This design comes from an exercise in tuning for small area and a short achievable clock period on the open sky130 flow, not from production work. At most, simulation tests tie the RTL to the original design; equivalence was not proved. For run 2, only the layout was checked, not whether the RTL still works. In run 6 the design's own scripts or RTL, not TritonCTS, make the clock network. The flow treats the clock pin as an ideal source. Dropping or thinning the clock tree relies on that and would not hold on a real chip. Power is estimated from default activity; no workload was simulated.

==> design.v <==
module apb_subsystem_top #(
  parameter int unsigned ADDR_W      = 8,
  parameter int unsigned DATA_W      = 8,
  parameter int unsigned MEM_DEPTH   = 256,
  parameter int unsigned WAIT_CYCLES = 0
) (
  input  logic              pclk,
  input  logic              prstn,
  input  logic              trf_valid,
  input  logic [1:0]        trf_enc,
  input  logic [ADDR_W-1:0] trf_addr,
  input  logic [DATA_W-1:0] trf_wdata,
  output logic [DATA_W-1:0] trf_rdata,
  output logic              trf_rdata_valid
);
  localparam int unsigned CntW = (WAIT_CYCLES > 0) ? $clog2(WAIT_CYCLES + 1) : 1;
  localparam logic [CntW-1:0] WaitLast = CntW'(WAIT_CYCLES);
  typedef enum logic [1:0] {StIdle, StSetup, StAccess} state_e;
  state_e              r_state, w_state_d;
  logic                r_psel, w_psel_d;
  logic                r_penable, w_penable_d;
  logic                r_pwrite, w_pwrite_d;
  logic [ADDR_W-1:0]   r_paddr, w_paddr_d;
  logic [DATA_W-1:0]   r_pwdata, w_pwdata_d;
  logic                r_pready;
  logic [CntW-1:0]     r_wait_cnt;
  logic [DATA_W-1:0]   r_mem [MEM_DEPTH];
  logic [DATA_W-1:0]   r_rdata;
  logic                r_rdata_valid;
  logic [DATA_W-1:0]   w_prdata;
  logic                w_req;
  logic                w_done;
  assign w_req  = trf_valid && (trf_enc == 2'b01 || trf_enc == 2'b10);
  assign w_done = r_psel && r_penable && r_pready;
  always_ff @(posedge pclk or posedge prstn) begin
    if (prstn) begin
      r_state   <= StIdle;
      r_psel    <= 1'b0;
      r_penable <= 1'b0;
      r_pwrite  <= 1'b0;
      r_paddr   <= '0;
      r_pwdata  <= '0;
    end else begin
      r_state   <= w_state_d;
      r_psel    <= w_psel_d;
      r_penable <= w_penable_d;
      r_pwrite  <= w_pwrite_d;
      r_paddr   <= w_paddr_d;
      r_pwdata  <= w_pwdata_d;
    end
  end
  always_comb begin
    w_state_d   = r_state;
    w_psel_d    = r_psel;
    w_penable_d = r_penable;
    w_pwrite_d  = r_pwrite;
    w_paddr_d   = r_paddr;
    w_pwdata_d  = r_pwdata;
    unique case (r_state)
      StIdle: begin
        w_psel_d = 1'b0;
        if (w_req) begin
          w_state_d   = StSetup;
          w_psel_d    = 1'b1;
          w_penable_d = 1'b0;
          w_pwrite_d  = (trf_enc == 2'b01);
          w_paddr_d   = trf_addr;
          w_pwdata_d  = trf_wdata;
        end
      end
      StSetup: begin
        w_state_d   = StAccess;
        w_penable_d = 1'b1;
      end
      StAccess: begin
        if (r_pready) begin
          if (w_req) begin
            w_state_d   = StSetup;
            w_penable_d = 1'b0;
            w_pwrite_d  = (trf_enc == 2'b01);
            w_paddr_d   = trf_addr;
            w_pwdata_d  = trf_wdata;
          end else begin
            w_state_d   = StIdle;
            w_psel_d    = 1'b0;
            w_penable_d = 1'b0;
          end
        end
      end
      default: w_state_d = StIdle;
    endcase
  end
  always_ff @(posedge pclk or posedge prstn) begin
    if (prstn) begin
      r_pready   <= 1'b0;
      r_wait_cnt <= '0;
    end else if (r_psel && !r_penable) begin
      r_pready   <= (WAIT_CYCLES == 0);
      r_wait_cnt <= '0;
    end else if (r_psel && r_penable) begin
      if (r_pready) begin
        r_pready <= 1'b0;
      end else begin
        r_wait_cnt <= r_wait_cnt + CntW'(1);
        r_pready   <= ((r_wait_cnt + CntW'(1)) == WaitLast);
      end
    end
  end
  assign w_prdata = (r_psel && r_penable) ? r_mem[r_paddr] : '0;
  always_ff @(posedge pclk or posedge prstn) begin
    if (prstn) begin
      for (int i = 0; i < MEM_DEPTH; i++) begin
        r_mem[i] <= '0;
      end
    end else if (w_done && r_pwrite) begin
      r_mem[r_paddr] <= r_pwdata;
    end
  end
  always_ff @(posedge pclk or posedge prstn) begin
    if (prstn) begin
      r_rdata       <= '0;
      r_rdata_valid <= 1'b0;
    end else begin
      r_rdata_valid <= w_done && !r_pwrite;
      if (w_done && !r_pwrite) begin
        r_rdata <= w_prdata;
      end
    end
  end
  assign trf_rdata       = r_rdata;
  assign trf_rdata_valid = r_rdata_valid;
endmodule
==> run.sh <==
#!/bin/bash
# synth_recipe.tcl (not shown) runs the flow's synth.tcl, then flattens the netlist and writes it again
# the make line also repeats each setting of config.mk as NAME=value (left out here)
make -C /OpenROAD-flow-scripts/flow DESIGN_CONFIG=/design/flow/config.mk WORK_HOME=/design/flow/orfs CLKGATE_MAP_FILE= SYNTH_SCRIPT=/design/flow/synth_recipe.tcl finish
==> config.mk <==
export PLATFORM = sky130hd
export DESIGN_NAME = apb_subsystem_top
export DESIGN_NICKNAME = apb_subsystem_top
export VERILOG_FILES = /design/flow/design.v
export SDC_FILE = /design/flow/constraint.sdc
export NUM_CORES = 4
export LEC_CHECK = 0
export CAP_MARGIN = 45
export CORE_MARGIN = 2
export CORE_UTILIZATION = 45
export SETUP_SLACK_MARGIN = 0.8
export SLEW_MARGIN = 45
==> constraint.sdc <==
create_clock -name core_clock -period 6.0 [get_ports {pclk}]
set_input_delay 1.2000 -clock core_clock [delete_from_list [all_inputs] [get_ports {pclk}]]
set_output_delay 1.2000 -clock core_clock [all_outputs]
set_load 0.01 [all_outputs]
==> qor.yml, run 1 <==
p_seq_share_pct: 40.2
status: "no timing/DRC/antenna violations"
synth_top_cell_by_area: "dfrtp_1"
synth.avg_cell_area_sq_um: 13.1
drtPass1Iterations: 12
tns_ns: 0
period_share_pct: 93.6
ys_seq_area_share_pct: 55.4
busiest_layer: "met2"
place_congestion: 1.14
areaGrowthSynthToFinish_pct: 18.7
finalHoldViolCount: 0
grt_max_degree: 131
cts_made_buffers: 224
path_cells: "buf_4 > or4b_1 > buf_4 > nor2_1 > a32oi_1 > and4_1 > nand4_1 > nor4_4 > nand4_1 > buf_4 > mux2i_1 > o21ai_1"
end_kind: "flip-flop"
yosys_warnings: 2
cts_hold_buf: 0
intPower_mw: 23.9
clkSinkCount: 2080
clock_skew_ns: 0.0335
initial_core_util_pct: 45.3
worst_slew_pin_slew_ns: 1.03
crit_family: "simple AND/OR/NAND/NOR gates"
gr-usage-met1_pct: 65.5
yosys.area.top_type_share_pct: 55.4
fillers: 17642
crit_fanout: 25
worstPathRequired_ns: 6.77
synth_ff_type: "dfrtp_1"
fin_nets: 7586
syn_nets: 7191
leakage_nw: 51.4
num_vias: 81865
drtIter0Drc: 14672
post-route-min-period_ns: 5.61
antenna_found_initial: 118
synth_area_leaders: "dfrtp_1, mux2_2, a22oi_1"
row_count: 167
critPathSlowestCell: "dfrtp_2"
dp_hpwl_um: 431000
htreeDepth: 4
drive_above_1_share_pct: 46.1
ys_async_sr_fraction_pct: 100
drt-total-wl_um: 607000
hp-class: "reg2reg"
cts_tree: "done"
route.detailed.drc: 0
grt_pass1_vias: 75100
switching_share_pct: 35.7
total_power_mw: 37.2
cp_common_cell: "buf_4"
synth-edff-count: 0
pin_count: 30
synth-seq-cells: 2080
gr-usage-met3_pct: 33.6
max_freq_ghz: 0.178
track_usage_pct: 56.4
crit_type: "reg2reg"
ant_nets: 0
synth_cell_types: 88
rsz0062_at_grt: "false"
core_area_sq_mm: 0.207
arrival_ns: 6.39
p_switching_mw: 13.3
clock-root-buffer: "clkbuf_16"
grt_pass1_wl_um: 777000
power.density_mw_per_mm2: 333
clkSlewWorstSetupHoldPaths_ns: 0.06
die_area_sq_mm: 0.212
cap_violations: 0
path_buf_inv: 3
setup_viol: 0
grt_overflow: 0
slew-limit-headroom_pct: 31.4
power.share.clock_pct: 39.1
io_buffers: 29
wl_per_cell_um: 57.0
syn_area_sq_mm: 0.0940
die_w_um: 461
crit_path_start_kind: "flip-flop"
chipHeight_um: 461
avgViaCountPerCell: 7.69
clk_latency_ns: 0.94
grtUsageMet2_pct: 72.0
vdd_drop_max_mv: 0.374
timing.hold.ws_ns: 0.501
cp_slowest_stage_delay_ns: 0.80
cts_max_path_buffers: 3
combPwrFrac_pct: 20.7
drv_slew: 0
synthesis.instances: 7169
==> cells in the mapped netlist, types with 69 or more instances <==
cell,count
buf_1,69
dfrtp_1,2080
a21oi_1,119
nor2_2,106
a32oi_1,144
mux2_2,2062
nor2_1,301
clkbuf_1,309
o22ai_1,171
a22o_1,91
nand3_1,124
nand4_1,76
a22oi_1,565
nand2_1,132
buf_2,184
==> registers in the layout, indices dropped and copies added, names as in the netlist <==
| signal | flops |
|---|---|
| r_penable | 1 |
| r_psel | 1 |
| r_state | 2 |
| r_rdata | 8 |
| r_rdata_valid | 1 |
| r_pready | 1 |
| r_mem | 2048 |
| r_pwdata | 8 |
| r_paddr | 8 |
| r_wait_cnt | 1 |
| r_pwrite | 1 |
==> cells by family after synthesis <==
family	after synthesis	synth area share, %
flip-flops	2080	55.4
adder cells (fa/ha/maj)	1	0.0133
buffers and inverters	608	2.84
AO/OA/AOI/OAI	1362	10.8
XOR/XNOR	2	0.0186
AND/OR/NAND/NOR	1031	5.95
multiplexers	2085	25.0
==> repair_timing <==
action	CTS	global route
setup endpoints to repair	2	2
gates resized for setup	1	2
cloned	0	0
setup buffers	1	0
pin swaps	1	0
==> metrics by stage <==
stage	setup slack [ns]	cell area (sq um)	util, %	instances
floorplan	-24.08	94000	-	7169
global placement	0.183	102000	49.0	10036
detailed placement	0.797	103000	49.8	10101
CTS	0.881	111000	53.4	10513
global route	0.774	111000	53.7	10558
finish	0.386	112000	53.8	10644
==> path summary, 6_finish.rpt <==
kind,startpoint,end,slack [ns],cells past startpoint
min in group asynchronous,prstn,r_mem[147][7],0.78,2
hold / removal,r_mem[45][5],r_mem[45][5],0.50,1
setup reg to reg,r_paddr[3],r_rdata[7],0.39,12
max in group asynchronous,prstn,r_mem[43][6],3.49,6
setup / recovery,r_paddr[3],r_rdata[7],0.39,12
hold reg to reg,r_mem[45][5],r_mem[45][5],0.50,1
==> per-layer routing <==
layer	part of all wire, %	routed length, um	up-vias
met2	38	228000	8129
li1	-	-	28114
met1	35	212000	42861
met5	0.23	1390	-
met4	11	66800	77
met3	16	97900	2684
==> power by group through the flow <==
stage	clock network, mW	logic [mW]	registers [mW]
floorplan	0	3.09	14.7
global placement	0	6.71	15.2
detailed placement	0	7.01	15.2
CTS	14.4	7.03	14.9
global route	15.0	7.32	14.9
finish	14.6	7.69	14.9
==> area by class of cell <==
type	count	area, sq um	area share, %
clock inverter	73	888	0.796
antenna	107	268	0.240
timing repair buffer	766	7140	6.40
tap	2788	3490	3.13
clock buffer	338	6620	5.93
sequential	2080	52100	46.7
inverter	11	45.0	0.0404
multi-input combinational	4481	41000	36.8
==> placed cells by master (no fill, tap or decap), drive strengths merged, types with 47 or more instances in the layout <==
| cell type | instances |
|---|---|
| o21ai | 51 |
| diode | 107 |
| nor4 | 60 |
| o22ai | 171 |
| a221oi | 51 |
| a22o | 91 |
| dfrtp | 2080 |
| nand2 | 133 |
| a22oi | 567 |
| nand4 | 78 |
| nor2 | 407 |
| buf | 727 |
| mux2 | 2062 |
| clkinv | 47 |
| nand3 | 124 |
| nor3 | 70 |
| clkbuf | 346 |
| a32oi | 144 |
| a21oi | 119 |
==> run 2, diff against run 1 <==
==> design.v (replaced) <==
module apb_subsystem_top #(
  parameter int unsigned ADDR_W      = 8,
  parameter int unsigned DATA_W      = 8,
  parameter int unsigned MEM_DEPTH   = 256,
  parameter int unsigned WAIT_CYCLES = 0
) (
  input  logic              pclk,
  input  logic              prstn,
  input  logic              trf_valid,
  input  logic [1:0]        trf_enc,
  input  logic [ADDR_W-1:0] trf_addr,
  input  logic [DATA_W-1:0] trf_wdata,
  output logic [DATA_W-1:0] trf_rdata,
  output logic              trf_rdata_valid
);
  logic [ADDR_W-1:0] r_a_addr, r_b_addr;
  logic [DATA_W-1:0] r_a_wdata, r_b_wdata;
  logic              r_a_write, r_b_write;
  always_ff @(posedge pclk) begin
    r_a_addr  <= trf_addr;
    r_a_wdata <= trf_wdata;
    r_a_write <= trf_enc[0];
    r_b_addr  <= r_a_addr;
    r_b_wdata <= r_a_wdata;
    r_b_write <= r_a_write;
  end
  logic r_setup, r_access;
  logic w_req;
  assign w_req = trf_valid && (trf_enc[0] ^ trf_enc[1]);
  always_ff @(posedge pclk or posedge prstn) begin
    if (prstn) begin
      r_setup  <= 1'b0;
      r_access <= 1'b0;
    end else begin
      r_setup  <= w_req && !r_setup;
      r_access <= r_setup;
    end
  end
  logic w_wr, w_rd;
  assign w_wr = r_access &&  r_b_write;
  assign w_rd = r_access && !r_b_write;
  logic [15:0] w_row, w_col;
  assign w_row = 16'(1) << r_b_addr[7:4];
  assign w_col = 16'(1) << r_b_addr[3:0];
  logic [DATA_W-1:0]    r_mem [MEM_DEPTH];
  logic [MEM_DEPTH-1:0] r_vld;
  logic [MEM_DEPTH-1:0] w_we;
  for (genvar k = 0; k < MEM_DEPTH; k++) begin : g_word
    assign w_we[k] = w_wr && w_row[k/16] && w_col[k%16];
    always_ff @(posedge pclk) begin
      r_mem[k] <= (r_mem[k] & {DATA_W{!w_we[k]}}) | (r_b_wdata & {DATA_W{w_we[k]}});
    end
    always_ff @(posedge pclk or posedge prstn) begin
      if (prstn) r_vld[k] <= 1'b0;
      else       r_vld[k] <= r_vld[k] | w_we[k];
    end
  end
  logic [DATA_W:0] w_row_data [16];
  logic [DATA_W:0] w_sel_data;
  always_comb begin
    for (int i = 0; i < 16; i++) begin
      w_row_data[i] = '0;
      for (int j = 0; j < 16; j++)
        w_row_data[i] = w_row_data[i] | ({r_vld[i*16+j], r_mem[i*16+j]} & {(DATA_W+1){w_col[j]}});
    end
    w_sel_data = '0;
    for (int i = 0; i < 16; i++)
      w_sel_data = w_sel_data | (w_row_data[i] & {(DATA_W+1){w_row[i]}});
  end
  logic [DATA_W-1:0] r_rdata;
  logic              r_rdata_valid;
  always_ff @(posedge pclk or posedge prstn) begin
    if (prstn) begin
      r_rdata       <= '0;
      r_rdata_valid <= 1'b0;
    end else begin
      r_rdata_valid <= w_rd;
      if (w_rd) r_rdata <= w_sel_data[DATA_W-1:0] & {DATA_W{w_sel_data[DATA_W]}};
    end
  end
  assign trf_rdata       = r_rdata;
  assign trf_rdata_valid = r_rdata_valid;
endmodule
--- a/config.mk
+++ b/config.mk
@@ -7,6 +7,6 @@
 export LEC_CHECK = 0
-export CAP_MARGIN = 45
+export CAP_MARGIN = 20
 export CORE_MARGIN = 2
-export CORE_UTILIZATION = 45
-export SETUP_SLACK_MARGIN = 0.8
-export SLEW_MARGIN = 45
+export CORE_UTILIZATION = 55
+export SETUP_SLACK_MARGIN = 3.2
+export SLEW_MARGIN = 20
==> qor.yml, run 2 <==
status: "no timing/DRC/antenna violations"  # unchanged
chipHeight_um: 402  # was 461 um
die_area_sq_mm: 0.162  # was 0.212 sq mm
clock_skew_ns: 0.0464  # was 0.0335 ns
fillers: 10675  # was 17642
path_cells: "buf_4 > buf_12 > buf_12 > nor3b_1 > buf_4 > nand2_1 > a21o_1 > nand4_1 > a2111oi_4 > o2111ai_2 > nor4_4 > buf_6 > a211oi_1"  # was buf_4 > or4b_1 > buf_4 > nor2_1 > a32oi_1 > and4_1 > nand4_1 > nor4_4 > nand4_1 > buf_4 > mux2i_1 > o21ai_1
synth_top_cell_by_area: "edfxtp_1"  # was dfrtp_1
pre_cts_slack_ns: 1.36  # was 0.797 ns
antenna_found_initial: 37  # was 118
yosys_warnings: 3  # was 2
crit_type: "reg2reg"  # unchanged
worst_slew_pin_slew_ns: 1.30  # was 1.03 ns
period_share_pct: 60.7  # was 93.6%
cts_max_path_buffers: 3  # unchanged
finalHoldViolCount: 0  # unchanged
cp_slowest_stage_delay_ns: 0.85  # was 0.80 ns
hp-class: "reg2reg"  # unchanged
row_count: 146  # was 167
cts_hold_buf: 0  # unchanged
synth_cell_types: 72  # was 88
crit_path_start_kind: "flip-flop"  # unchanged
synth-edff-count: 2048  # was 0
max_freq_ghz: 0.275  # was 0.178 GHz
synth_commonest_cells: "edfxtp_1, a22oi_1, nor2_1, dfrtp_1, or2_2"  # was dfrtp_1, mux2_2, a22oi_1, clkbuf_1, nor2_1
power.density_mw_per_mm2: 330  # was 333 mW/mm^2
fin_ws_ns: 2.36  # was 0.386 ns
areaGrowthSynthToFinish_pct: 20.1  # was 18.7%
drive_above_1_share_pct: 27.6  # was 46.1%
io_buffers: 29  # unchanged
drtIter0Drc: 12723  # was 14672
setup.worst_path.start: "r_b_addr[0]"  # was r_paddr[3]
cts_made_buffers: 229  # was 224
vdd_drop_max_mv: 0.350  # was 0.374 mV
cp.depth: 13  # was 12
final_cell_mix: "edfxtp_1, a22oi_1, buf_4, dfrtp_1, or2_2"  # was dfrtp_1, mux2_2, buf_4, a22oi_1, clkbuf_16
worstPathRequired_ns: 6.80  # was 6.77 ns
pin_count: 30  # unchanged
syn_nets: 5208  # was 7191
route.detailed.drc: 0  # unchanged
post-route-min-period_ns: 3.64  # was 5.61 ns
rsz0062_at_grt: "true"  # was false
setup.worst_path.end: "r_rdata[4]"  # was r_rdata[7]
slew-limit-headroom_pct: 13.0  # was 31.4%
yosys.area.top_type_share_pct: 70.5  # was 55.4%
drt-total-wl_um: 361000  # was 607000 um
initial_core_util_pct: 55.2  # was 45.3%
setup_viol: 0  # unchanged
grt_pass1_wl_um: 473000  # was 777000 um
ys_seq_area_share_pct: 78.9  # was 55.4%
total_power_mw: 34.6  # was 37.2 mW
synth-seq-cells: 2349  # was 2080
die_w_um: 402  # was 461 um
timing.hold.ws_ns: 0.323  # was 0.501 ns
syn_area_sq_mm: 0.0872  # was 0.0940 sq mm
crit_fanout: 24  # was 25
clkSlewWorstSetupHoldPaths_ns: 0.06  # about the same
core_area_sq_mm: 0.158  # was 0.207 sq mm
htreeDepth: 4  # unchanged
arrival_ns: 4.44  # was 6.39 ns
synth_area_leaders: "edfxtp_1, dfrtp_1, a22oi_1"  # was dfrtp_1, mux2_2, a22oi_1
cap_violations: 0  # unchanged
grt_max_degree: 190  # was 131
clkSinkCount: 2349  # was 2080
num_vias: 59497  # was 81865
grt_overflow: 0  # unchanged
place_congestion: 1.03  # was 1.14
rr_worst_depth: 13  # was 12
dp_hpwl_um: 208000  # was 431000 um
tns_ns: 0  # unchanged
cts_tree: "done"  # unchanged
end_kind: "flip-flop"  # unchanged
track_usage_pct: 43.5  # was 56.4%
r2r_start: "r_b_addr[0]"  # was r_paddr[3]
path_buf_inv: 5  # was 3
clock-root-buffer: "clkbuf_16"  # unchanged
ys_async_sr_fraction_pct: 11.4  # was 100%
reg2reg_to: "r_rdata[4]"  # was r_rdata[7]
final_common_cell: "edfxtp_1"  # was dfrtp_1
drtPass1Iterations: 14  # was 12
synthesis.instances: 5187  # was 7169
fin_nets: 5683  # was 7586
yosysMostFrequentCell: "edfxtp_1"  # was dfrtp_1
rrSetupSlack_ns: 2.36  # was 0.39 ns
clk_latency_ns: 0.91  # was 0.94 ns
synth.avg_cell_area_sq_um: 16.8  # was 13.1 sq um
ant_nets: 0  # unchanged
drv_slew: 0  # unchanged
avgViaCountPerCell: 7.47  # was 7.69
grt_pass1_vias: 54310  # was 75100
leakage_nw: 35.6  # was 51.4 nW
critPathSlowestCell: "nor3b_1"  # was dfrtp_2
synth_ff_type: "edfxtp_1"  # was dfrtp_1
crit_family: "simple AND/OR/NAND/NOR gates"  # unchanged
wl_per_cell_um: 45.3  # was 57.0 um
[run 2: cell count changes after synthesis, sizes merged, moves of 116 or more]
cell,delta
a32oi,-116
or2,+258
edfxtp,+2048
o22ai,-144
mux2,-2008
dfrtp,-1813
clkbuf,-157
[run 2: final cells by class]
class                           instances  area (sq um)  area share, %
Sequential cell                      2349         68900           65.8
Multi-Input combinational cell       2501         19700           18.8
Clock buffer                          336          6440           6.14
Timing Repair Buffer                  574          5970           5.70
Tap cell                             2072          2590           2.47
Clock inverter                         96          1050           1.01
Antenna cell                           30          75.1         0.0716
Inverter                                7          30.0         0.0287
[run 2: cells by family (layout without fill, tap and decap cells)]
group | count (synthesis) | count (layout) | share of synthesized area, %
flip-flops | 2349 | 2349 | 78.9
AO/OA/AOI/OAI | 1362 | 1362 | 12.0
AND/OR/NAND/NOR | 1018 | 1024 | 5.94
buffers and inverters | 343 | 1013 | 1.70
multiplexers | 114 | 114 | 1.41
XOR/XNOR | 1 | 1 | 0.0100
other | 0 | 30 | 0
[run 2: power by group]
part           internal, mW  leakage (nW)  switching (mW)
sequential             17.8          22.4           0.147
clock                  8.17          3.63            6.32
combinational         0.579          9.61            1.53
[run 2: worst min-delay path by stage]
stage	end	slack, ns	depth (start not counted)	start
after detailed placement	r_b_addr[5]	0.31	0	r_a_addr[5]
after floorplan	r_b_wdata[0]	0.31	0	r_a_wdata[0]
after global routing	r_b_wdata[4]	0.33	0	r_a_wdata[4]
after global placement	r_b_wdata[1]	0.31	0	r_a_wdata[1]
after CTS	r_b_addr[5]	0.32	0	r_a_addr[5]
final	r_b_wdata[1]	0.32	0	r_a_wdata[1]
[run 2: what timing repair did]
item,4_1_cts,5_1_grt
buffers inserted,115,62
pin swaps,62,76
gates cloned,14,11
setup endpoints to repair,2319,565
resized for setup,544,167
[run 2: worst register-to-register path, stage by stage (launching register included)]
cell and delay [ns]:
dfxtp_4 0.44, buf_4 0.15, buf_12 0.12, buf_12 0.25, nor3b_1 0.86, buf_4 0.28, nand2_1 0.06, a21o_1 0.19
nand4_1 0.44, a2111oi_4 0.15, o2111ai_2 0.12, nor4_4 0.07, buf_6 0.16, a211oi_1 0.27
[run 2: through the flow]
stage / instance area [sq um] / cells / util [%]
2_1_floorplan: 87300 / 5187 / -
6_report: 105000 / 7965 / 66.3
5_1_grt: 105000 / 7942 / 66.3
3_3_place_gp: 92000 / 7295 / 58.2
4_1_cts: 103000 / 7861 / 65.3
3_5_place_dp: 92100 / 7300 / 58.3
[run 2: per-layer routing]
metal / track usage [%] / share of wire, % / vias to the layer above / wire (um)
met5: 1.43 / 0.17 / - / 607
met4: 27.1 / 7.9 / 42 / 28400
met3: 19.6 / 17 / 1427 / 59800
met2: 60.3 / 42 / 5913 / 150000
met1: 56.0 / 34 / 30002 / 122000
li1: - / - / 22113 / -
==> run 3, diff against run 2 <==
==> design.v (replaced) <==
module apb_subsystem_top #(
  parameter int unsigned ADDR_W      = 8,
  parameter int unsigned DATA_W      = 8,
  parameter int unsigned MEM_DEPTH   = 256,
  parameter int unsigned WAIT_CYCLES = 0
) (
  input  logic              pclk,
  input  logic              prstn,
  input  logic              trf_valid,
  input  logic [1:0]        trf_enc,
  input  logic [ADDR_W-1:0] trf_addr,
  input  logic [DATA_W-1:0] trf_wdata,
  output logic [DATA_W-1:0] trf_rdata,
  output logic              trf_rdata_valid
);
  logic r_setup, r_access;
  logic w_req;
  assign w_req = trf_valid && (trf_enc[0] ^ trf_enc[1]);
  logic r_live;
  logic [ADDR_W-1:0] r_a_addr;
  logic [DATA_W-1:0] r_a_wdata, r_b_wdata;
  logic              r_a_write, r_b_read;
  logic [15:0]       r_b_row, r_b_col;    
  logic [15:0]       r_b_wrow;            
  logic [ADDR_W-1:0] r_b_addr_n;          
  logic              r_wr_n;              
  always_ff @(posedge pclk) begin
    r_a_addr   <= trf_addr;
    r_a_wdata  <= trf_wdata;
    r_a_write  <= trf_enc[0];
    r_b_wdata  <= r_a_wdata;
    r_b_read   <= !r_a_write;
    r_b_row    <= 16'(1) << r_a_addr[7:4];
    r_b_col    <= 16'(1) << r_a_addr[3:0];
    r_b_wrow   <= (16'(1) << r_a_addr[7:4]) & {16{r_setup && r_a_write}};
    r_b_addr_n <= ~r_a_addr;
  end
  always_ff @(posedge pclk or posedge prstn) begin
    if (prstn) begin
      r_setup  <= 1'b0;
      r_access <= 1'b0;
      r_live   <= 1'b0;
      r_wr_n   <= 1'b1;
    end else begin
      r_setup  <= w_req && !r_setup;
      r_access <= r_setup;
      r_live   <= 1'b1;
      r_wr_n   <= !(r_setup && r_a_write);
    end
  end
  logic w_rd;
  assign w_rd = r_access && r_b_read;
  logic [15:0] w_row_h, w_col_h;
  assign w_row_h = 16'(1) << ~r_b_addr_n[7:4];
  assign w_col_h = 16'(1) << ~r_b_addr_n[3:0];
  logic [DATA_W-1:0]    r_mem [MEM_DEPTH];
  logic [MEM_DEPTH-1:0] w_we, w_hold;
  for (genvar k = 0; k < MEM_DEPTH; k++) begin : g_word
    assign w_we[k]   = r_b_wrow[k/16] && r_b_col[k%16];
    assign w_hold[k] = r_live && !(!r_wr_n && w_row_h[k/16] && w_col_h[k%16]);
    always_ff @(posedge pclk) begin
      r_mem[k] <= (r_mem[k] & {DATA_W{w_hold[k]}}) | (r_b_wdata & {DATA_W{w_we[k]}});
    end
  end
  logic [DATA_W-1:0] w_row_data [16];
  logic [DATA_W-1:0] w_sel_data;
  always_comb begin
    for (int i = 0; i < 16; i++) begin
      w_row_data[i] = '0;
      for (int j = 0; j < 16; j++)
        w_row_data[i] = w_row_data[i] | (r_mem[i*16+j] & {DATA_W{r_b_col[j]}});
    end
    w_sel_data = '0;
    for (int i = 0; i < 16; i++)
      w_sel_data = w_sel_data | (w_row_data[i] & {DATA_W{r_b_row[i]}});
  end
  logic [DATA_W-1:0] r_rdata;
  logic              r_rdata_valid;
  always_ff @(posedge pclk or posedge prstn) begin
    if (prstn) begin
      r_rdata       <= '0;
      r_rdata_valid <= 1'b0;
    end else begin
      r_rdata_valid <= w_rd;
      if (w_rd) r_rdata <= w_sel_data;
    end
  end
  assign trf_rdata       = r_rdata;
  assign trf_rdata_valid = r_rdata_valid;
endmodule
--- a/config.mk
+++ b/config.mk
@@ -9,4 +9,6 @@
 export CORE_MARGIN = 2
-export CORE_UTILIZATION = 55
-export SETUP_SLACK_MARGIN = 3.2
+export CORE_UTILIZATION = 60
+export CTS_CLUSTER_DIAMETER = 100
+export CTS_CLUSTER_SIZE = 30
+export SETUP_SLACK_MARGIN = 3.3
 export SLEW_MARGIN = 20
==> qor.yml, run 3 <==
status: "no timing/DRC/antenna violations"  # unchanged
min_from: "r_a_wdata[6]"  # was r_a_wdata[1]
syn_nets: 6970  # was 5208
dp.cells: 8001  # was 7300
timing.hold.ws_ns: 0.326  # was 0.323 ns
synth_area_leaders: "dfxtp_1, a22o_1, a221oi_1"  # was edfxtp_1, dfrtp_1, a22oi_1
crit_fanout: 45  # was 24
crit_path_start_kind: "flip-flop"  # unchanged
finalInstanceArea_sq_mm: 0.0835  # was 0.105 sq mm
critPathSlowestCell: "dfxtp_4"  # was nor3b_1
power.density_mw_per_mm2: 270  # was 330 mW/mm^2
path_buf_inv: 1  # was 5
grtUsageMet2_pct: 59.0  # was 60.3%
ys_async_sr_fraction_pct: 0.607  # was 11.4%
cap_violations: 0  # unchanged
utilization_pct: 63.4  # was 66.3%
clock-root-buffer: "clkbuf_16"  # unchanged
synth-seq-cells: 2143  # was 2349
seq_area_sq_mm: 0.0431  # was 0.0689 sq mm
drv_slew: 0  # unchanged
clock_skew_ns: 0.0369  # was 0.0464 ns
ys_seq_area_share_pct: 54.0  # was 78.9%
fillers: 10365  # was 10675
arrival_ns: 3.41  # was 4.44 ns
worstPathRequired_ns: 6.58  # was 6.80 ns
finalNonFillerCells: 8186  # was 7965
synth_cell_types: 41  # was 72
wl_per_cell_um: 35.8  # was 45.3 um
r2r_start: "r_b_col[6]"  # was r_b_addr[0]
leakage_nw: 30.9  # was 35.6 nW
end_kind: "flip-flop"  # unchanged
grt_overflow: 0  # unchanged
tns_ns: 0  # unchanged
place_area_sq_mm: 0.0794  # was 0.0921 sq mm
drtIter0Drc: 10650  # was 12723
gr-usage-met1_pct: 59.2  # was 56.0%
crit_family: "compound AO/OA/AOI/OAI gates"  # was simple AND/OR/NAND/NOR gates
die_area_sq_mm: 0.136  # was 0.162 sq mm
fin_nets: 6425  # was 5683
largest_reg_flops: 2048
track_usage_pct: 41.5  # was 43.5%
synth_top_cell_by_area: "dfxtp_1"  # was edfxtp_1
synthesis.instances: 6949  # was 5187
final_cell_mix: "a22o_1, dfxtp_1, a221oi_1, and2_1, a21boi_1"  # was edfxtp_1, a22oi_1, buf_4, dfrtp_1, or2_2
synth_ff_type: "dfxtp_1"  # was edfxtp_1
syn_area_sq_mm: 0.0796  # was 0.0872 sq mm
cts_max_path_buffers: 3  # unchanged
cts_made_buffers: 81  # was 229
multiInputGateArea_sq_mm: 0.0335  # was 0.0197 sq mm
drt-total-wl_um: 293000  # was 361000 um
grt_max_degree: 155  # was 190
final_common_cell: "a22o_1"  # was edfxtp_1
vdd_drop_max_mv: 0.200  # was 0.350 mV
setup_viol: 0  # unchanged
cp_slowest_stage_delay_ns: 0.48  # was 0.85 ns
max_freq_ghz: 0.354  # was 0.275 GHz
antenna_found_initial: 13  # was 37
htreeDepth: 3  # was 4
die_w_um: 368  # was 402 um
regMostFlops: "r_mem"
synth.avg_cell_area_sq_um: 11.5  # was 16.8 sq um
num_vias: 64176  # was 59497
yosys.area.top_type_share_pct: 53.6  # was 70.5%
avgViaCountPerCell: 7.84  # was 7.47
io_buffers: 29  # unchanged
dp_hpwl_um: 171000  # was 208000 um
path_cells: "buf_6 > a22o_1 > a221oi_1 > nand4_1 > a22oi_2 > and4_2 > a41oi_1"  # was buf_4 > buf_12 > buf_12 > nor3b_1 > buf_4 > nand2_1 > a21o_1 > nand4_1 > a2111oi_4 > o2111ai_2 > nor4_4 > buf_6 > a211oi_1
drtPass1Iterations: 6  # was 14
areaGrowthSynthToFinish_pct: 4.86  # was 20.1%
gr-usage-met3_pct: 8.91  # was 19.6%
grt_pass1_vias: 59033  # was 54310
whs_path_depth: 0  # unchanged
post-route-min-period_ns: 2.83  # was 3.64 ns
hp-class: "reg2reg"  # unchanged
drive_above_1_share_pct: 7.19  # was 27.6%
slew-limit-headroom_pct: 9.76  # was 13.0%
cts_hold_buf: 0  # unchanged
clkSlewWorstSetupHoldPaths_ns: 0.12  # was 0.06 ns
chipHeight_um: 368  # was 402 um
grt_pass1_wl_um: 425000  # was 473000 um
rr_worst_depth: 7  # was 13
finalHoldViolCount: 0  # unchanged
period_share_pct: 47.1  # was 60.7%
place_congestion: 0.923  # was 1.03
rsz0062_at_grt: "true"  # unchanged
hold_path_end: "r_b_wdata[6]"  # was r_b_wdata[1]
yosys_warnings: 3  # unchanged
crit_type: "reg2reg"  # unchanged
clkSinkCount: 2143  # was 2349
pin_count: 30  # unchanged
yosysMostFrequentCell: "a22o_1"  # was edfxtp_1
route.detailed.drc: 0  # unchanged
busiest_layer: "met1"  # was met2
worst_slew_pin_slew_ns: 1.34  # was 1.30 ns
clk_latency_ns: 0.76  # was 0.91 ns
rrSetupSlack_ns: 3.17  # was 2.36 ns
row_count: 133  # was 146
initial_core_util_pct: 60.5  # was 55.2%
synth-edff-count: 0  # was 2048
reg2reg_to: "r_rdata[4]"  # unchanged
core_area_sq_mm: 0.132  # was 0.158 sq mm
synth_commonest_cells: "a22o_1, dfxtp_1, a221oi_1, clkbuf_1, and2_1"  # was edfxtp_1, a22oi_1, nor2_1, dfrtp_1, or2_2
ant_nets: 0  # unchanged
cts_tree: "done"  # unchanged
run 3: worst max path at each step:
stage,to,startpoint,slack (ns),cells after the start
6_report,r_rdata[4],r_b_col[6],3.17,7
4_1_cts,r_rdata[4],r_b_col[10],3.18,8
2_1_floorplan,r_rdata[1],r_b_col[13],4.26,8
3_5_place_dp,r_rdata[2],r_b_col[12],2.63,8
3_3_place_gp,r_rdata[2],r_b_col[12],2.60,8
5_1_grt,r_rdata[7],r_b_col[6],3.21,8
run 3: final cells by class:
class,instances,share of cell area [%]
antenna,6,0.0180
clock inverter,3,0.0405
multi-input combinational,3954,40.1
tap,1755,2.63
inverter,10,0.0450
timing repair buffer,214,2.92
clock buffer,101,2.63
sequential,2143,51.6
run 3: cells by family (layout without fill, tap and decap cells):
kind of cell,Yosys count,count (layout),synth area share (%)
compound gates,3403,3403,36.9
xor+xnor,1,1,0.0110
buf+inv,852,328,4.98
flops,2143,2143,54.0
other cells,1,7,0.00471
simple gates,549,549,4.09
run 3: per-layer routing:
layer | up-vias | routed length [um]
met5 | - | 98
met4 | 16 | 16800
met3 | 731 | 33400
met2 | 4563 | 123000
met1 | 32267 | 120000
li1 | 26599 | -
run 3: per-stage QoR:
step	total power, mW	worst slack, ns
3_5_place_dp	15.7	2.63
3_3_place_gp	15.7	2.60
4_1_cts	22.5	3.18
2_1_floorplan	15.2	4.26
6_report	22.6	3.17
5_1_grt	23.1	3.21
run 3: report_power, final:
group          internal, mW  total, mW  switching (mW)
sequential             14.3       14.4           0.149
clock                  2.63       7.08            4.45
combinational         0.219       1.09           0.867
run 3: worst reg2reg max path: stages (launching register included):
cell and delay, ns:
dfxtp_4 0.48, buf_6 0.25, a22o_1 0.46, a221oi_1 0.38
nand4_1 0.17, a22oi_2 0.38, and4_2 0.41, a41oi_1 0.14
run 3: timing repair:
item / in CTS / in global routing
gates resized for setup: 129 / 61
gates cloned: 1 / 0
setup buffers: 53 / 21
setup endpoints to repair: 490 / 371
pin swaps: 26 / 39
==> run 4, diff against run 3 <==
--- a/design.v
+++ b/design.v
@@ -55,4 +55,8 @@
   assign w_col_h = 16'(1) << ~r_b_addr_n[3:0];
+  logic                 r_ph;
+  logic [DATA_W-1:0]    w_wbits;    
   logic [DATA_W-1:0]    r_mem [MEM_DEPTH];
   logic [MEM_DEPTH-1:0] w_we, w_hold;
+  always_ff @(posedge pclk) r_ph <= !(r_ph && r_live);
+  assign w_wbits = r_b_wdata ^ {DATA_W{r_ph}};
   for (genvar k = 0; k < MEM_DEPTH; k++) begin : g_word
@@ -61,3 +65,3 @@
     always_ff @(posedge pclk) begin
-      r_mem[k] <= (r_mem[k] & {DATA_W{w_hold[k]}}) | (r_b_wdata & {DATA_W{w_we[k]}});
+      r_mem[k] <= ~((r_mem[k] & {DATA_W{w_hold[k]}}) | (w_wbits & {DATA_W{w_we[k]}}));
     end
@@ -75,2 +79,3 @@
       w_sel_data = w_sel_data | (w_row_data[i] & {DATA_W{r_b_row[i]}});
+    w_sel_data = w_sel_data ^ {DATA_W{r_ph}};
   end
--- a/config.mk
+++ b/config.mk
@@ -9,3 +9,3 @@
 export CORE_MARGIN = 2
-export CORE_UTILIZATION = 60
+export CORE_UTILIZATION = 70
 export CTS_CLUSTER_DIAMETER = 100
==> qor.yml, run 4 <==
status: "no timing/DRC/antenna violations"  # unchanged
num_vias: 65406  # was 64176
track_usage_pct: 46.5  # was 41.5%
die_w_um: 335  # was 368 um
yosys_warnings: 3  # unchanged
place_area_sq_mm: 0.0763  # was 0.0794 sq mm
regMostFlops: "r_mem"  # unchanged
max_freq_ghz: 0.334  # was 0.354 GHz
clock-root-buffer: "clkbuf_16"  # unchanged
clkSinkCount: 2144  # was 2143
clock_skew_ns: 0.0392  # was 0.0369 ns
drt-total-wl_um: 279000  # was 293000 um
drtPass1Iterations: 14  # was 6
path_cells: "buf_16 > a221oi_2 > nand4_1 > a22oi_2 > nand4_1 > o21ai_2 > o311ai_2"  # was buf_6 > a22o_1 > a221oi_1 > nand4_1 > a22oi_2 > and4_2 > a41oi_1
grt_pass1_vias: 59420  # was 59033
arrival_ns: 3.60  # was 3.41 ns
pin_count: 30  # unchanged
cp_slowest_stage_delay_ns: 0.65  # was 0.48 ns
yosys.area.top_type_share_pct: 55.6  # was 53.6%
areaGrowthSynthToFinish_pct: 6.72  # was 4.86%
cts_tree: "done"  # unchanged
worstPathRequired_ns: 6.60  # was 6.58 ns
wl_per_cell_um: 35.5  # was 35.8 um
ys_async_sr_fraction_pct: 0.606  # was 0.607%
tns_ns: 0  # unchanged
power.density_mw_per_mm2: 318  # was 270 mW/mm^2
synth_top_cell_by_area: "dfxtp_1"  # unchanged
grt_overflow: 0  # unchanged
place_congestion: 0.952  # was 0.923
core_area_sq_mm: 0.109  # was 0.132 sq mm
chipHeight_um: 335  # was 368 um
route.detailed.drc: 0  # unchanged
synth_commonest_cells: "dfxtp_1, a22oi_1, a22o_1, a221oi_1, clkbuf_1"  # was a22o_1, dfxtp_1, a221oi_1, clkbuf_1, and2_1
hp-class: "reg2reg"  # unchanged
fin_nets: 6451  # was 6425
drv_slew: 0  # unchanged
cts_hold_buf: 0  # unchanged
syn_area_sq_mm: 0.0767  # was 0.0796 sq mm
htreeDepth: 3  # unchanged
dp_hpwl_um: 153000  # was 171000 um
die_area_sq_mm: 0.112  # was 0.136 sq mm
synth.avg_cell_area_sq_um: 11.0  # was 11.5 sq um
period_share_pct: 49.8  # was 47.1%
post-route-min-period_ns: 2.99  # was 2.83 ns
setup_viol: 0  # unchanged
clk_latency_ns: 0.75  # was 0.76 ns
ant_nets: 0  # unchanged
drive_above_1_share_pct: 8.17  # was 7.19%
grt_pass1_wl_um: 396000  # was 425000 um
synth-edff-count: 0  # unchanged
leakage_nw: 29.4  # was 30.9 nW
antenna_found_initial: 11  # was 13
io_buffers: 29  # unchanged
row_count: 121  # was 133
finalHoldViolCount: 0  # unchanged
yosysMostFrequentCell: "dfxtp_1"  # was a22o_1
cts_max_path_buffers: 3  # unchanged
cap_violations: 0  # unchanged
synth_area_leaders: "dfxtp_1, a22oi_1, a22o_1"  # was dfxtp_1, a22o_1, a221oi_1
synth-seq-cells: 2144  # was 2143
ys_seq_area_share_pct: 56.0  # was 54.0%
cts_made_buffers: 81  # unchanged
avgViaCountPerCell: 8.31  # was 7.84
largest_reg_flops: 2048  # unchanged
syn_nets: 6983  # was 6970
drtIter0Drc: 12569  # was 10650
cp_common_cell: "nand4_1"
rsz0062_at_grt: "true"  # unchanged
end_kind: "flip-flop"  # unchanged
finalInstanceArea_sq_mm: 0.0819  # was 0.0835 sq mm
critPathSlowestCell: "a22oi_2"  # was dfxtp_4
slew-limit-headroom_pct: 27.6  # was 9.76%
crit_fanout: 54  # was 45
final_common_cell: "dfxtp_1"  # was a22o_1
worst_slew_pin_slew_ns: 1.09  # was 1.34 ns
synthesis.instances: 6962  # was 6949
crit_path_start_kind: "flip-flop"  # unchanged
synth_ff_type: "dfxtp_1"  # unchanged
clkSlewWorstSetupHoldPaths_ns: 0.11  # was 0.12 ns
crit_type: "reg2reg"  # unchanged
grt_max_degree: 178  # was 155
vdd_drop_max_mv: 0.303  # was 0.200 mV
final_cell_mix: "dfxtp_1, a22oi_1, a22o_1, a221oi_1, and2_1"  # was a22o_1, dfxtp_1, a221oi_1, and2_1, a21boi_1
synth_cell_types: 39  # was 41
initial_core_util_pct: 70.5  # was 60.5%
## run 4: changes by cell type in the layout (fill, tap and decap cells not counted), sizes merged, moves of 7 or more
| cell | delta |
|---|---|
| a22o | -2037 |
| o311ai | +8 |
| bufbuf | +7 |
| buf | -7 |
| a22oi | +2029 |
| a221oi | +11 |
| and4 | -11 |
| nor2 | -7 |
| nand2 | +11 |
| nand4 | +16 |
| clkbuf | +8 |
| xor2 | +9 |
## run 4: critical path, delay by kind of cell (launching register included)
| kind | cells | cell delay (ns) |
|---|---|---|
| AO/OA/AOI/OAI | 4 | 1.41 |
| flip-flops | 1 | 0.46 |
| AND/OR/NAND/NOR | 2 | 0.59 |
| buffers and inverters | 1 | 0.21 |
## run 4: final timing paths
path / from / end / slack, ns / cells after the start
worst max register to register: r_b_col[13] / r_rdata[7] / 3.01 / 7
worst max-delay path: r_b_col[13] / r_rdata[7] / 3.01 / 7
worst min register to register: r_a_wdata[0] / r_b_wdata[0] / 0.34 / 0
worst min-delay path: r_a_wdata[0] / r_b_wdata[0] / 0.34 / 0
min in group asynchronous: prstn / r_setup / 0.94 / 2
max in group asynchronous: prstn / r_live / 4.41 / 2
## run 4: cell families after synthesis
group,after synthesis,synth area share (%)
AO/OA/AOI/OAI,3408,35.0
flip-flops,2144,56.0
buffers and inverters,852,4.68
AND/OR/NAND/NOR,548,4.16
XOR/XNOR,9,0.103
other,1,0.00489
## run 4: power by group
group / total (mW) / switching, mW / internal (mW)
clock: 6.97 / 4.37 / 2.61
sequential: 16.0 / 0.725 / 15.3
combinational: 3.09 / 2.00 / 1.10
## run 4: routing by layer
layer	track usage [%]	vias to the layer above	routed length, um
met1	62.9	32315	103000
li1	-	26712	-
met2	65.2	5366	115000
met4	27.8	18	19000
met3	14.3	995	42100
met5	0	-	126
## run 4: cell type report
type	count	area [sq um]
inverters	11	41.3
diodes	6	15.0
clock inverters	3	33.8
flip-flops and latches	2144	43100
repair buffers	225	3250
fillers	7420	27000
clock buffers	98	2180
well taps	1414	1770
multi-input cells	3967	31500
## run 4: timing repair
action | CTS | global route
endpoints found under the setup margin | 1361 | 602
resized for setup | 126 | 154
buffers inserted | 66 | 34
gates cloned | 10 | 12
pin swaps | 36 | 68
## run 4: per-stage QoR
step | utilization (%) | hold slack [ns] | total power [mW] | cells | setup WS (ns)
6_report | 75.2 | 0.338 | 26.1 | 7868 | 3.01
5_1_grt | 75.2 | 0.342 | 26.7 | 7862 | 3.10
4_1_cts | 73.8 | 0.337 | 25.7 | 7815 | 3.24
3_5_place_dp | 70.1 | 0.312 | 18.9 | 7638 | 2.43
3_3_place_gp | 70.1 | 0.310 | 18.8 | 7637 | 2.41
2_1_floorplan | - | 0.310 | 17.8 | 6962 | 4.18
==> run 5, diff against run 4 <==
==> design.v (replaced) <==
module apb_subsystem_top #(
  parameter int unsigned ADDR_W      = 8,
  parameter int unsigned DATA_W      = 8,
  parameter int unsigned MEM_DEPTH   = 256,
  parameter int unsigned WAIT_CYCLES = 0
) (
  input  logic              pclk,
  input  logic              prstn,
  input  logic              trf_valid,
  input  logic [1:0]        trf_enc,
  input  logic [ADDR_W-1:0] trf_addr,
  input  logic [DATA_W-1:0] trf_wdata,
  output logic [DATA_W-1:0] trf_rdata,
  output logic              trf_rdata_valid
);
  logic r_setup, r_access;
  logic w_req;
  assign w_req = trf_valid && (trf_enc[0] ^ trf_enc[1]);
  logic r_live;
  always_ff @(posedge pclk or posedge prstn) begin
    if (prstn) begin
      r_setup  <= 1'b0;
      r_access <= 1'b0;
      r_live   <= 1'b0;
    end else begin
      r_setup  <= w_req && !r_setup;
      r_access <= r_setup;
      r_live   <= 1'b1;
    end
  end
  logic r_ph;
  always_ff @(posedge pclk) r_ph <= !(r_ph && r_live);
  logic [15:0]       r_a_row, r_a_col;
  logic [DATA_W-1:0] r_a_wdata;
  logic              r_a_write;
  always_ff @(posedge pclk) begin
    r_a_row   <= 16'(1) << trf_addr[7:4];
    r_a_col   <= 16'(1) << trf_addr[3:0];
    r_a_wdata <= trf_wdata;
    r_a_write <= trf_enc[0];
  end
  logic [15:0]       r_b_wrow;     
  logic [15:0]       r_b_wcol;     
  logic [15:0]       r_b_hrow_n;   
  logic [15:0]       r_b_hcol_n;   
  logic [DATA_W-1:0] r_b_wbits;    
  logic              r_b_read;
  always_ff @(posedge pclk) begin
    r_b_wrow   <=   r_a_row & {16{r_setup && r_a_write}};
    r_b_wcol   <=   r_a_col;
    r_b_hrow_n <= ~(r_a_row & {16{r_setup && r_a_write}});
    r_b_hcol_n <= ~r_a_col;
    r_b_wbits  <= r_a_wdata ^ {DATA_W{!r_ph}};   
    r_b_read   <= !r_a_write;
  end
  logic [DATA_W-1:0]    r_mem [MEM_DEPTH];
  logic [MEM_DEPTH-1:0] w_we, w_hold;
  for (genvar k = 0; k < MEM_DEPTH; k++) begin : g_word
    assign w_we[k]   = r_b_wrow[k/16] && r_b_wcol[k%16];
    assign w_hold[k] = r_live && (r_b_hrow_n[k/16] || r_b_hcol_n[k%16]);
    always_ff @(posedge pclk) begin
      r_mem[k] <= ~((r_mem[k] & {DATA_W{w_hold[k]}}) | (r_b_wbits & {DATA_W{w_we[k]}}));
    end
  end
  logic [DATA_W-1:0] w_row_data [16];
  logic [DATA_W-1:0] w_grp_data [4];
  always_comb begin
    for (int i = 0; i < 16; i++) begin
      w_row_data[i] = '0;
      for (int j = 0; j < 16; j++)
        w_row_data[i] = w_row_data[i] | (r_mem[i*16+j] & {DATA_W{r_a_col[j]}});
    end
    for (int g = 0; g < 4; g++) begin
      w_grp_data[g] = '0;
      for (int i = 4*g; i < 4*g+4; i++)
        w_grp_data[g] = w_grp_data[g] | (w_row_data[i] & {DATA_W{r_a_row[i]}});
    end
  end
  logic [DATA_W-1:0] r_p_data [4];
  always_ff @(posedge pclk) for (int g = 0; g < 4; g++) r_p_data[g] <= w_grp_data[g];
  logic              w_rd;
  logic [DATA_W-1:0] r_rdata;
  logic              r_rdata_valid;
  assign w_rd = r_access && r_b_read;
  always_ff @(posedge pclk or posedge prstn) begin
    if (prstn) begin
      r_rdata       <= '0;
      r_rdata_valid <= 1'b0;
    end else begin
      r_rdata_valid <= w_rd;
      if (w_rd) r_rdata <= (r_p_data[0] | r_p_data[1] | r_p_data[2] | r_p_data[3])
                           ^ {DATA_W{!r_ph}};
    end
  end
  assign trf_rdata       = r_rdata;
  assign trf_rdata_valid = r_rdata_valid;
endmodule
--- a/config.mk
+++ b/config.mk
@@ -12,3 +12,3 @@
 export CTS_CLUSTER_SIZE = 30
-export SETUP_SLACK_MARGIN = 3.3
+export SETUP_SLACK_MARGIN = 3.5
 export SLEW_MARGIN = 20
==> qor.yml, run 5 <==
arrival_ns: 3.20  # was 3.60 ns
synthesis.instances: 7094  # was 6962
core_area_sq_mm: 0.110  # was 0.109 sq mm
ys_seq_area_share_pct: 57.1  # was 56.0%
wl_per_cell_um: 32.8  # was 35.5 um
clkSlewWorstSetupHoldPaths_ns: 0.11  # about the same
worstPathRequired_ns: 6.60  # about the same
place_congestion: 0.936  # was 0.952
max_freq_ghz: 0.384  # was 0.334 GHz
utilization_pct: 72.3  # was 75.2%
cts_hold_buf: 0  # unchanged
die_w_um: 337  # was 335 um
synth_ff_type: "dfxtp_1"  # unchanged
setup.worst_path.end: "r_p_data[1][1]"  # was r_rdata[7]
crit_path_start_kind: "flip-flop"  # unchanged
slew-limit-headroom_pct: 10.8  # was 27.6%
period_share_pct: 43.4  # was 49.8%
seq_area_sq_mm: 0.0444  # was 0.0431 sq mm
synth.avg_cell_area_sq_um: 10.9  # was 11.0 sq um
reg_top3: "r_mem (2048), r_p_data (32)"
reg2reg_to: "r_p_data[1][1]"  # was r_rdata[7]
end_kind: "flip-flop"  # unchanged
synth_top_cell_by_area: "dfxtp_1"  # unchanged
synth_cell_types: 27  # was 39
crit_fanout: 122  # was 54
gr-usage-met3_pct: 12.2  # was 14.3%
gr-usage-met1_pct: 59.3  # was 62.9%
r2r_start: "r_a_col[11]"  # was r_b_col[13]
route.detailed.drc: 0  # unchanged
total_power_mw: 26.3  # was 26.1 mW
synth_area_leaders: "dfxtp_1, a22oi_1, a221oi_1"  # was dfxtp_1, a22oi_1, a22o_1
grt_pass1_wl_um: 378000  # was 396000 um
regMostFlops: "r_mem"  # unchanged
rr_worst_depth: 6  # was 7
clkSinkCount: 2207  # was 2144
final_cell_mix: "a22oi_1, dfxtp_1, a22o_1, a221oi_1, o21a_1"  # was dfxtp_1, a22oi_1, a22o_1, a221oi_1, and2_1
fillers: 8063  # was 7420
grt_overflow: 0  # unchanged
areaGrowthSynthToFinish_pct: 2.81  # was 6.72%
grtUsageMet2_pct: 64.0  # was 65.2%
io_buffers: 29  # unchanged
drtPass1Iterations: 9  # was 14
drive_above_1_share_pct: 3.66  # was 8.17%
drt-total-wl_um: 262000  # was 279000 um
post-route-min-period_ns: 2.61  # was 2.99 ns
finalHoldViolCount: 0  # unchanged
yosysMostFrequentCell: "a22oi_1"  # was dfxtp_1
synth_commonest_cells: "a22oi_1, dfxtp_1, clkbuf_1, a221oi_1, a22o_1"  # was dfxtp_1, a22oi_1, a22o_1, a221oi_1, clkbuf_1
yosys.area.top_type_share_pct: 56.7  # was 55.6%
power.density_mw_per_mm2: 330  # was 318 mW/mm^2
syn_nets: 7115  # was 6983
largest_reg_flops: 2048  # unchanged
setup.worst_path.start: "r_a_col[11]"  # was r_b_col[13]
crit_type: "reg2reg"  # unchanged
ys_async_sr_fraction_pct: 0.544  # was 0.606%
rsz0062_at_grt: "true"  # unchanged
yosys_warnings: 5  # was 3
leakage_nw: 28.4  # was 29.4 nW
htreeDepth: 3  # unchanged
clock-root-buffer: "clkbuf_16"  # unchanged
rrSetupSlack_ns: 3.39  # was 3.01 ns
synth-seq-cells: 2207  # was 2144
status: "no timing/DRC/antenna violations"  # unchanged
die_area_sq_mm: 0.113  # was 0.112 sq mm
dp_hpwl_um: 153000  # about the same
ant_nets: 0  # unchanged
hp-class: "reg2reg"  # unchanged
setup_viol: 0  # unchanged
row_count: 122  # was 121
multiInputGateArea_sq_mm: 0.0299  # was 0.0315 sq mm
num_vias: 64239  # was 65406
initial_core_util_pct: 70.3  # was 70.5%
busiest_layer: "met2"  # unchanged
vdd_drop_max_mv: 0.266  # was 0.303 mV
track_usage_pct: 43.9  # was 46.5%
drtIter0Drc: 11649  # was 12569
avgViaCountPerCell: 8.03  # was 8.31
syn_area_sq_mm: 0.0775  # was 0.0767 sq mm
grt_pass1_vias: 57557  # was 59420
cts_made_buffers: 83  # was 81
cap_violations: 0  # unchanged
cts_max_path_buffers: 3  # unchanged
drv_slew: 0  # unchanged
pin_count: 30  # unchanged
grt_max_degree: 167  # was 178
synth-edff-count: 0  # unchanged
fin_nets: 6454  # was 6451
tns_ns: 0  # unchanged
worst_slew_pin_slew_ns: 1.34  # was 1.09 ns
antenna_found_initial: 22  # was 11
cts_tree: "done"  # unchanged
clock_skew_ns: 0.0271  # was 0.0392 ns
chipHeight_um: 337  # was 335 um
clk_latency_ns: 0.74  # was 0.75 ns
final_common_cell: "a22oi_1"  # was dfxtp_1
## run 5: changes by cell type after synthesis, moves of 31 or more
cell | before | now
buf_1 | 177 | 272
dfxtp_1 | 2131 | 2195
a22oi_1 | 2112 | 2400
o21a_1 | 80 | 256
o21ai_0 | 1 | 60
nand3_1 | 4 | 128
a21boi_1 | 176 | 0
nand4_1 | 146 | 96
a22o_1 | 512 | 352
clkbuf_1 | 506 | 475
a221oi_1 | 511 | 352
## run 5: worst min path at each step
| stage | from | endpoint | cells after the start |
|---|---|---|---|
| 2_1_floorplan | r_a_write | r_b_read | 1 |
| 3_5_place_dp | r_a_write | r_b_read | 1 |
| 3_3_place_gp | r_a_write | r_b_read | 1 |
| 5_1_grt | r_a_write | r_b_read | 1 |
| 6_report | r_a_write | r_b_read | 1 |
| 4_1_cts | r_a_write | r_b_read | 1 |
## run 5: cells by family (layout without fill, tap and decap cells)
group	after synthesis	after routing	synth area share [%]
xor+xnor	17	17	0.192
simple gates	560	560	4.14
flops	2207	2207	57.1
buf+inv	877	230	4.46
other cells	1	61	0.00484
compound gates	3432	3432	34.1
## run 5: power breakdown
group	total [mW]	internal (mW)	switching (mW)
Sequential	16.6	15.7	0.923
Clock	7.15	2.70	4.44
Combinational	2.55	0.957	1.60
Total	26.3	19.4	6.96
## run 5: timing repair
item,CTS,global route
gates resized for setup,46,19
endpoints found under the setup margin,41,36
pin swaps,1,0
buffers inserted,3,6
## run 5: final cells by class
class,instances,share of cell area (%)
clock buffers,98,2.84
inverters,34,0.160
well taps,1488,2.34
diodes,60,0.188
clock inverters,1,0.0204
flip-flops and latches,2207,55.7
multi-input cells,4010,37.5
repair buffers,97,1.27
## run 5: worst max-delay path, stage by stage (launching register included)
cell,delay (ns)
dfxtp_4,0.41
buf_12,0.21
a22o_1,0.37
a221oi_1,0.45
nand4_1,0.34
a22oi_1,0.32
nand3_1,0.11
## run 5: metal layers
| metal | up-vias | share of wire (%) | wire (um) |
|---|---|---|---|
| met2 | 4855 | 43 | 113000 |
| met5 | - | 0.058 | 151 |
| li1 | 26668 | - | - |
| met4 | 14 | 5.8 | 15100 |
| met1 | 31857 | 38 | 99200 |
| met3 | 845 | 13 | 34900 |
## run 5: per-stage QoR
step / hold slack [ns] / area (sq um) / std cells / worst slack (ns)
CTS: 0.380 / 79400 / 7929 / 3.35
detailed placement: 0.357 / 77100 / 7827 / 3.32
floorplan: 0.348 / 77500 / 7094 / 4.42
finish: 0.381 / 79700 / 7995 / 3.39
global placement: 0.351 / 77100 / 7827 / 3.33
global route: 0.408 / 79600 / 7953 / 3.43
==> run 6, diff against run 5 <==
==> flow/run.sh (new file) <==
#!/bin/bash
set -euo pipefail
W=$(pwd)
cat >> config.mk <<EOF
export PRE_CTS_TCL = $W/flow/mycts.tcl
export BUFFER_PORTS_ARGS = -buffer_cell sky130_fd_sc_hd__buf_4
EOF
bash standard.sh > "$W/standard_flow.log" 2>&1
==> flow/mycts.tcl (new file) <==
# Two-level clock tree, built in place of TritonCTS (sourced as PRE_CTS_TCL).
# pclk -> 4 root clkbuf_16 (one per quadrant) -> NC x NR leaf clkbuf_16 -> flip-flops.
# Sinks are split into NC columns of equal count by x, each column into NR groups
# of equal count by y; every buffer sits at the centroid of what it drives, and
# detailed placement legalizes them afterwards.
set NC 8
set NR 10
set ::mc_block [ord::get_db_block]
set ::mc_bufm [[ord::get_db] findMaster sky130_fd_sc_hd__clkbuf_16]
set block $::mc_block
set clknet [$block findNet pclk]
$clknet setSigType CLOCK

set sinks {}
foreach it [$clknet getITerms] {
  set inst [$it getInst]
  set bb [$inst getBBox]
  lappend sinks [list [expr {([$bb xMin] + [$bb xMax]) / 2}] [expr {([$bb yMin] + [$bb yMax]) / 2}] $it]
}
set n [llength $sinks]
puts "mycts: $n clock sinks"

proc split_even {lst parts} {
  set n [llength $lst]
  set out {}
  for {set p 0} {$p < $parts} {incr p} {
    set a [expr {($p * $n) / $parts}]
    set b [expr {(($p + 1) * $n) / $parts - 1}]
    lappend out [lrange $lst $a $b]
  }
  return $out
}

proc centroid {pts} {
  set sx 0; set sy 0
  foreach p $pts { set sx [expr {$sx + [lindex $p 0]}]; set sy [expr {$sy + [lindex $p 1]}] }
  set k [llength $pts]
  return [list [expr {$sx / $k}] [expr {$sy / $k}]]
}

proc add_buf {name x y innet} {
  set block $::mc_block
  set bufm $::mc_bufm
  set inst [odb::dbInst_create $block $bufm $name]
  $inst setLocation [expr {$x - [$bufm getWidth] / 2}] [expr {$y - [$bufm getHeight] / 2}]
  $inst setPlacementStatus PLACED
  [$inst findITerm A] connect $innet
  set out [odb::dbNet_create $block "${name}_net"]
  $out setSigType CLOCK
  [$inst findITerm X] connect $out
  return [list $inst $out]
}

# leaf clusters
set cols [split_even [lsort -integer -index 0 $sinks] $NC]
set roots {}
for {set rq 0} {$rq < 4} {incr rq} { lappend roots {} }
set ci 0
foreach col $cols {
  set groups [split_even [lsort -integer -index 1 $col] $NR]
  set ri 0
  foreach g $groups {
    set q [expr {($ci >= $NC / 2 ? 2 : 0) + ($ri >= $NR / 2 ? 1 : 0)}]
    set c [centroid $g]
    lset roots $q [concat [lindex $roots $q] [list [list [lindex $c 0] [lindex $c 1] $g]]]
    incr ri
  }
  incr ci
}

set li 0
for {set q 0} {$q < 4} {incr q} {
  set leaves [lindex $roots $q]
  set c [centroid $leaves]
  # root buffer, driven by the clock port
  set r [add_buf "clkroot_$q" [lindex $c 0] [lindex $c 1] $clknet]
  set rnet [lindex $r 1]
  foreach lf $leaves {
    set g [lindex $lf 2]
    foreach s $g { [lindex $s 2] disconnect }
    set l [add_buf "clkleaf_$li" [lindex $lf 0] [lindex $lf 1] $rnet]
    set lnet [lindex $l 1]
    foreach s $g { [lindex $s 2] connect $lnet }
    incr li
  }
}
puts "mycts: 4 roots, $li leaves"

# The tree is built; TritonCTS is not run.
rename clock_tree_synthesis {}
proc clock_tree_synthesis {args} { puts "mycts: clock_tree_synthesis skipped" }
==> standard.sh (new file) <==
#!/bin/bash
# synth_recipe.tcl (not shown) runs the flow's synth.tcl, then flattens the netlist and writes it again
# the make line also repeats each setting of config.mk as NAME=value (left out here)
make -C /OpenROAD-flow-scripts/flow DESIGN_CONFIG=/design/flow/config.mk WORK_HOME=/design/flow/orfs CLKGATE_MAP_FILE= SYNTH_SCRIPT=/design/flow/synth_recipe.tcl "${@:-finish}"
--- a/config.mk
+++ b/config.mk
@@ -9,6 +9,6 @@
 export CORE_MARGIN = 2
-export CORE_UTILIZATION = 70
-export CTS_CLUSTER_DIAMETER = 100
-export CTS_CLUSTER_SIZE = 30
-export SETUP_SLACK_MARGIN = 3.5
+export CORE_UTILIZATION = 80
+export SETUP_SLACK_MARGIN = 3.7
 export SLEW_MARGIN = 20
+export PRE_CTS_TCL = /design/flow/flow/mycts.tcl
+export BUFFER_PORTS_ARGS = -buffer_cell sky130_fd_sc_hd__buf_4
removed: run.sh
==> qor.yml, run 6 <==
status: "no timing/DRC/antenna violations"  # unchanged
drt-total-wl_um: 269000  # was 262000 um
end_kind: "flip-flop"  # unchanged
grt_pass1_wl_um: 376000  # was 378000 um
drive_above_1_share_pct: 4.62  # was 3.66%
drtPass1Iterations: 10  # was 9
dr_wl_met2_um: 109000  # was 113000 um
leakage_nw: 28.6  # was 28.4 nW
worst_slew_pin_slew_ns: 1.44  # was 1.34 ns
tns_ns: 0  # unchanged
dr.max_layer_used: "met5"  # unchanged
synth_ff_type: "dfxtp_1"  # unchanged
num_vias: 66891  # was 64239
arrival_ns: 3.00  # was 3.20 ns
chipHeight_um: 315  # was 337 um
syn_nets: 7115  # unchanged
synth-edff-count: 0  # unchanged
power.share.clock_pct: 25.9  # was 27.1%
synth_commonest_cells: "a22oi_1, dfxtp_1, clkbuf_1, a221oi_1, a22o_1"  # unchanged
initial_core_util_pct: 80.4  # was 70.3%
period_share_pct: 42.7  # was 43.4%
yosysMostFrequentCell: "a22oi_1"  # unchanged
wl_met1_um: 90700  # was 99200 um
worstPathRequired_ns: 6.44  # was 6.60 ns
power.density_mw_per_mm2: 325  # was 330 mW/mm^2
row_count: 114  # was 122
cap_violations: 0  # unchanged
cts_hold_buf: 0  # unchanged
largest_reg_flops: 2048  # unchanged
synth_top_cell_by_area: "dfxtp_1"  # unchanged
synthesis.instances: 7094  # unchanged
wl_met3_um: 45200  # was 34900 um
yosys_warnings: 5  # unchanged
drtIter0Drc: 14316  # was 11649
grt_max_degree: 184  # was 167
avgViaCountPerCell: 8.55  # was 8.03
post-route-min-period_ns: 2.56  # was 2.61 ns
place_congestion: 0.962  # was 0.936
yosys.area.top_type_share_pct: 56.7  # unchanged
clock_skew_ns: 0.0252  # was 0.0271 ns
combPwrFrac_pct: 10.2  # was 9.7%
drv_slew: 0  # unchanged
ys_seq_area_share_pct: 57.1  # unchanged
switching_share_pct: 26.4  # about the same
timing.hold.ws_ns: 0.384  # was 0.381 ns
slew-limit-headroom_pct: 3.86  # was 10.8%
crit_type: "reg2reg"  # unchanged
p_seq_share_pct: 63.9  # was 63.2%
grt_pass1_vias: 59758  # was 57557
dp_hpwl_um: 147000  # was 153000 um
track_usage_pct: 49.5  # was 43.9%
synth-seq-cells: 2207  # unchanged
syn_area_sq_mm: 0.0775  # unchanged
die_w_um: 315  # was 337 um
clkSlewWorstSetupHoldPaths_ns: 0.11  # about the same
rsz0062_at_grt: "true"  # unchanged
antenna_found_initial: 23  # was 22
die_area_sq_mm: 0.0994  # was 0.113 sq mm
synth_cell_types: 27  # unchanged
final_common_cell: "a22oi_1"  # unchanged
io_buffers: 29  # unchanged
wl_per_cell_um: 34.4  # was 32.8 um
p_switching_mw: 6.89  # was 6.96 mW
grt_overflow: 0  # unchanged
pin_count: 30  # unchanged
synth.avg_cell_area_sq_um: 10.9  # unchanged
areaGrowthSynthToFinish_pct: 3.40  # was 2.81%
route.detailed.drc: 0  # unchanged
utilization_pct: 83.1  # was 72.3%
crit_fanout: 48  # was 122
ant_nets: 0  # unchanged
hp-class: "reg2reg"  # unchanged
reg_top3: "r_mem (2048), r_p_data (32)"  # unchanged
ys_async_sr_fraction_pct: 0.544  # unchanged
intPower_mw: 19.2  # was 19.4 mW
core_area_sq_mm: 0.0964  # was 0.110 sq mm
regMostFlops: "r_mem"  # unchanged
setup_viol: 0  # unchanged
max_freq_ghz: 0.391  # was 0.384 GHz
vdd_drop_max_mv: 0.366  # was 0.266 mV
clk_latency_ns: 0.58  # was 0.74 ns
crit_path_start_kind: "flip-flop"  # unchanged
finalHoldViolCount: 0  # unchanged
final_cell_mix: "a22oi_1, dfxtp_1, a22o_1, a221oi_1, o21a_1"  # unchanged
fin_nets: 6473  # was 6454
synth_area_leaders: "dfxtp_1, a22oi_1, a221oi_1"  # unchanged
total_power_mw: 26.1  # was 26.3 mW
-- run 6: cell counts after synthesis --
Identical to the previous run, type by type.
-- run 6: timing repair --
item | CTS | global route
hold endpoints to repair | 0 | 0
buffers inserted | 11 | 27
gates resized for setup | 71 | 33
pin swaps | 0 | 1
endpoints found under the setup margin | 43 | 951
gates cloned | 1 | 1
-- run 6: worst max-delay path, stage by stage (launching register included) --
cell and delay, ns:
dfxtp_4 0.48, buf_8 0.27, a22o_1 0.30, a221oi_1 0.48, nand4_1 0.30, a22oi_2 0.43, nand3_1 0.15
-- run 6: final timing paths --
kind	from	end	slack [ns]	cells past startpoint
worst max register to register	r_a_col[3]	r_p_data[2][2]	3.44	6
worst min-delay path	r_a_write	r_b_read	0.38	1
worst max-delay path	r_a_col[3]	r_p_data[2][2]	3.44	6
max in group asynchronous	prstn	r_live	5.06	2
min in group asynchronous	prstn	r_rdata[2]	0.61	2
worst min register to register	r_a_write	r_b_read	0.38	1
-- run 6: metal layers --
layer	up-vias	global-route usage, %
li1	26794	-
met1	31869	64.2
met2	6649	69.4
met3	1571	16.4
met4	8	35.3
met5	-	0
-- run 6: cells by family (layout without fill, tap and decap cells) --
family                 Yosys count  after routing  synth area share [%]
buffers and inverters          877            233                  4.46
AO/OA/AOI/OAI                 3432           3432                  34.1
XOR/XNOR                        17             17                 0.192
AND/OR/NAND/NOR                560            560                  4.14
other                            1             94               0.00484
flip-flops                    2207           2207                  57.1
-- run 6: cell type report --
type / instances / area [sq um]
Tap cell: 1276 / 1600
Inverter: 34 / 128
Timing Repair Buffer: 115 / 1630
Buffer: 84 / 2100
Fill cell: 5636 / 16300
Antenna cell: 93 / 233
Multi-Input combinational cell: 4010 / 30100
Sequential cell: 2207 / 44400
-- run 6: metrics by stage --
| step | area, sq um | std cells | setup WS, ns |
|---|---|---|---|
| 2_1_floorplan | 77500 | 7094 | 4.42 |
| 3_3_place_gp | 76600 | 7601 | 3.21 |
| 3_5_place_dp | 76600 | 7602 | 3.21 |
| 4_1_cts | 79300 | 7698 | 3.70 |
| 5_1_grt | 80000 | 7743 | 3.50 |
| 6_report | 80200 | 7819 | 3.44 |
-- run 6: power by group through the flow --
stage	clock (mW)	sequential, mW	combinational (mW)
after global placement	0	16.9	2.29
after CTS	5.11	16.9	2.44
final	6.75	16.7	2.67
after global routing	7.10	16.7	2.76
after floorplan	0	16.4	1.82
after detailed placement	0	16.9	2.38

Check on run 6: ideal ports give 3.440 ns setup slack; a clkbuf_16 on the clock port and buf_2 on the inputs give 3.288 ns; moving port delays by the midpoint clock arrival (0.746 ns) as well gives 3.440 ns.
